This is an optimization exercise on Yosys and OpenROAD, whose aim is small area, not a production implementation. In this exercise RTL edits were held to simulation tests only and were not proved equivalent to the original. Power is estimated from default activity; no workload was simulated.

job 9887:
## sra_reg_slave
module sra_reg_slave #(
  parameter int DATA_WIDTH_BYTES = 4,
  parameter int ADDR_WIDTH       = 8,
  parameter int M_USER_BITS      = 2,
  parameter int S_USER_BITS      = 2,
  parameter int NUM_REGS         = 16
) (
  input  logic                               clk,
  input  logic                               rst,
  input  logic                               m_valid,
  output logic                               m_ready,
  input  logic [DATA_WIDTH_BYTES*8-1:0]      m_data,
  input  logic [M_USER_BITS-1:0]             m_user,
  input  logic [ADDR_WIDTH-1:0]              m_addr,
  output logic                               s_valid,
  input  logic                               s_ready,
  output logic [DATA_WIDTH_BYTES*8-1:0]      s_data,
  output logic [S_USER_BITS-1:0]             s_user,
  output logic [ADDR_WIDTH-1:0]              s_addr,
  input  logic                               hw_wr_en,
  input  logic [$clog2(NUM_REGS)-1:0]        hw_wr_addr,
  input  logic [DATA_WIDTH_BYTES*8-1:0]      hw_wr_data,
  output logic [NUM_REGS*DATA_WIDTH_BYTES*8-1:0] reg_q,
  output logic [NUM_REGS-1:0]                bus_wr_pulse
);
For scale: roughly 2100 cells after synthesis, about 660 I/O pins, ~22000 sq um of cells after synthesis.
export LEC_CHECK = 0
export CAP_MARGIN = 0
export CELL_PAD_IN_SITES_DETAIL_PLACEMENT = 1
export CELL_PAD_IN_SITES_GLOBAL_PLACEMENT = 1
export CORE_MARGIN = 2
export CORE_UTILIZATION = 30
export GPL_TIMING_DRIVEN = 0
export PLACE_DENSITY = 0.5
export SETUP_SLACK_MARGIN = 0.2
export SLEW_MARGIN = 0
export SYNTH_HIERARCHICAL = 1
create_clock -name core_clock -period 4.0 [get_ports {clk}]
standard.sh (not shown) runs the stock make flow with config.mk's settings and CLKGATE_MAP_FILE= SYNTH_SCRIPT=/design/flow/synth_recipe.tcl, a recipe that flattens the netlist after the stock synthesis.
==> flow/flow/run.sh <==
#!/bin/bash
# Standard ORFS layout with these changes:
# - ports are buffered with the smallest buffer (buf_1) instead of the default pick;
# - before repair_design, the inverters that drive the long select lines are
#   sized up (presize.tcl) instead of being buffered;
# - the clock tree uses sink clusters of up to 14 flip-flops, clkbuf_8 leaf
#   buffers and no dummy loads.
# Every step's full output stays in the ORFS logs under orfs/logs; make's own
# output goes to flow_make.log.
set -euo pipefail
cd "$(dirname "$0")/.."
bash standard.sh \
  "BUFFER_PORTS_ARGS=-buffer_cell sky130_fd_sc_hd__buf_1" \
  "PRE_RESIZE_TCL=$(pwd)/flow/presize.tcl" \
  "CTS_ARGS=-sink_clustering_enable -repair_clock_nets -dont_use_dummy_load -sink_clustering_size 14 -sink_clustering_max_diameter 70 -buf_list sky130_fd_sc_hd__clkbuf_8 -root_buf sky130_fd_sc_hd__clkbuf_16" \
  finish > flow_make.log 2>&1
==> flow/flow/presize.tcl <==
# Size up the inverters that drive a select line of a register or of the
# response data (fanout 16 or more, a net spanning the block), so that
# repair_design does not need to add buffers to them.
foreach inst [get_cells -filter "ref_name =~ sky130_fd_sc_hd__inv_*"] {
  set net [get_nets -of_objects [get_pins -of_objects $inst -filter "direction == output"]]
  set fanout [llength [get_pins -of_objects $net -filter "direction == input"]]
  if { $fanout >= 16 } {
    replace_cell $inst sky130_fd_sc_hd__inv_4
  }
}
Job 9887 finished all stages; the layout is clean.
The inputs of job 1700 differ from those of job 9887 as listed below.
Settings: a deleted GPL_TIMING_DRIVEN that had been 0; a deleted CELL_PAD_IN_SITES_GLOBAL_PLACEMENT that had been 1; a deleted CELL_PAD_IN_SITES_DETAIL_PLACEMENT that had been 1; a deleted SETUP_SLACK_MARGIN that had been 0.2.
==> flow/flow/run.sh <==
#!/bin/bash
# Standard ORFS layout, with two changes: ports are buffered with the smallest
# buffer (buf_1) instead of the default pick, and the clock tree uses smaller
# buffers and no dummy loads. Every step's full output stays in the ORFS logs
# under orfs/logs; make's own output goes to flow_make.log.
set -euo pipefail
cd "$(dirname "$0")/.."
bash standard.sh \
  "BUFFER_PORTS_ARGS=-buffer_cell sky130_fd_sc_hd__buf_1" \
  "CTS_ARGS=-sink_clustering_enable -repair_clock_nets -dont_use_dummy_load -buf_list sky130_fd_sc_hd__clkbuf_8 -root_buf sky130_fd_sc_hd__clkbuf_16" \
  finish > flow_make.log 2>&1
removed: flow/flow/presize.tcl
### Flow results
- The total wire length in job 1700 is 0.948 times that in job 9887.
- First-iteration DRC count (lower): job 9887
- Summary of the comparison: area growth from synthesis to layout is higher in job 1700, relative to job 9887.
- Count of plain and timing-repair buffers in the layout ended up 125 higher on job 1700 than on job 9887.
- Job 1700 vs. job 9887: total power shows an increase of about 15%, number of buffers created by CTS shows an increase of about 100%, register fraction of the total cell area shows a reduction of 3.1 points, cell leakage power shows an increase of 1.2 nW.
- Measured against each other, job 9887 and job 1700 differ in fraction of layout instances using a drive strength above 1, the higher figure coming from job 1700.
- Compared with job 9887, the router placed more vias in job 1700.
Setup changes, job 1700 to job 240
Settings: setting CELL_PAD_IN_SITES_DETAIL_PLACEMENT to 1 for the first time; setting GPL_TIMING_DRIVEN to 0 for the first time; setting CELL_PAD_IN_SITES_GLOBAL_PLACEMENT to 1 for the first time.
==> flow/flow/run.sh <==
#!/bin/bash
# Standard ORFS layout with these changes:
# - ports are buffered with the smallest buffer (buf_1) instead of the default pick;
# - before repair_design, the inverters that drive the long select lines are
#   sized up (presize.tcl) instead of being buffered;
# - the clock tree uses sink clusters of up to 16 flip-flops, clkbuf_8 leaf
#   buffers and no dummy loads.
# Every step's full output stays in the ORFS logs under orfs/logs; make's own
# output goes to flow_make.log.
set -euo pipefail
cd "$(dirname "$0")/.."
bash standard.sh \
  "BUFFER_PORTS_ARGS=-buffer_cell sky130_fd_sc_hd__buf_1" \
  "PRE_RESIZE_TCL=$(pwd)/flow/presize.tcl" \
  "CTS_ARGS=-sink_clustering_enable -repair_clock_nets -dont_use_dummy_load -sink_clustering_size 16 -sink_clustering_max_diameter 80 -buf_list sky130_fd_sc_hd__clkbuf_8 -root_buf sky130_fd_sc_hd__clkbuf_16" \
  finish > flow_make.log 2>&1
==> flow/flow/presize.tcl (new file) <==
# Size up the inverters that drive a select line of a register or of the
# response data (fanout 16 or more, a net spanning the block), so that
# repair_design does not need to add buffers to them.
foreach inst [get_cells -filter "ref_name =~ sky130_fd_sc_hd__inv_*"] {
  set net [get_nets -of_objects [get_pins -of_objects $inst -filter "direction == output"]]
  set fanout [llength [get_pins -of_objects $net -filter "direction == input"]]
  if { $fanout >= 16 } {
    replace_cell $inst sky130_fd_sc_hd__inv_4
  }
}
[summary]
Between job 1700 and job 240, number of CTS-inserted buffers is lower for job 240, job 1700 comes in above that. For job 240, the cell type of the slowest stage on the worst timing path was nor4_4, unlike job 1700, where it was a222oi_1. Overall routing resource usage: job 1700 and job 240 compared, lower one is job 1700. Compared with job 1700, job 240 shows a aggregate routed wire length that is 8200 microns higher. Worst path arrival time delta for job 240 relative to job 1700: 240 ps higher. Setup slack after layout for job 240 is lower than for job 1700. In job 240, the cell area came out about 8% below the value in job 1700. Looking at job 1700 and job 240, the power attributed to sequential cells is a wash. Compared job 240 vs job 1700, and number of nets in the final layout is down in job 240.
The inputs of job 3505 differ from those of job 240 as listed below.
==> flow/flow/run.sh <==
#!/bin/bash
# Standard ORFS layout, with two changes: ports are buffered with the smallest
# buffer (buf_1) instead of the default pick, and the clock tree uses larger
# sink clusters, smaller buffers and no dummy loads. Every step's full output
# stays in the ORFS logs under orfs/logs; make's own output goes to flow_make.log.
set -euo pipefail
cd "$(dirname "$0")/.."
bash standard.sh \
  "BUFFER_PORTS_ARGS=-buffer_cell sky130_fd_sc_hd__buf_1" \
  "CTS_ARGS=-sink_clustering_enable -repair_clock_nets -dont_use_dummy_load -sink_clustering_size 14 -sink_clustering_max_diameter 45 -buf_list sky130_fd_sc_hd__clkbuf_8 -root_buf sky130_fd_sc_hd__clkbuf_16" \
  finish > flow_make.log 2>&1
removed: flow/flow/presize.tcl
## What came out
Going from job 240 to job 3505, critical path depth stayed essentially flat; total routing usage reported by global routing now sits higher; number of cells on the worst hold path shows no meaningful change; hold slack fell 3.4 ps. Job 3505: all stages complete, timing, DRC and antenna checks passed. Against job 240 as the reference, job 3505 delivers a higher number of cells on the worst reg-to-reg path. The share of power burned in the clock network reported for job 3505 is greater than that of job 240 by 7.9 points. Job 3505 vs job 240, logic gate share of total power went down by 0.6 points. Between job 3505 and job 240, the sequential power figures differ only marginally.

-- what the ideal ports hide --
In the flow no input, the clock included, has a driving cell. The finished layouts below were timed again as built, in two steps.
Step 1, drivers: a clkbuf_16 drives clk and a buf_2 each remaining input, both assumed.
Step 2 moves the port delays by t, midway between the first and last clock arrival at a register: inputs arrive t later, outputs are due t later. That takes back most of the time a late clock gives input paths.
a / b / c = ideal ports / drivers / drivers and shift; a / b = the first two.
| run | t, ns | setup slack, ns | worst setup path after step 2 | worst register clock-pin slew, ns |
|---|---|---|---|---|
| job 9887 | 0.651 | 0.403 / 0.417 / -0.206 | input to register | 0.10 / 0.10 |
| job 1700 | 0.654 | 0.480 / 0.515 / -0.139 | input to register | 0.07 / 0.07 |
| job 240 | 0.636 | 0.204 / 0.243 / -0.393 | input to register | 0.12 / 0.12 |
| job 3505 | 0.651 | 0.143 / 0.118 / -0.534 | input to register | 0.10 / 0.10 |
Met with ideal ports but missed after step 2: setup timing in every run listed. The setup slack of job 3505, which loses most, moves by -0.025 ns with the drivers and by -0.677 ns with both steps.
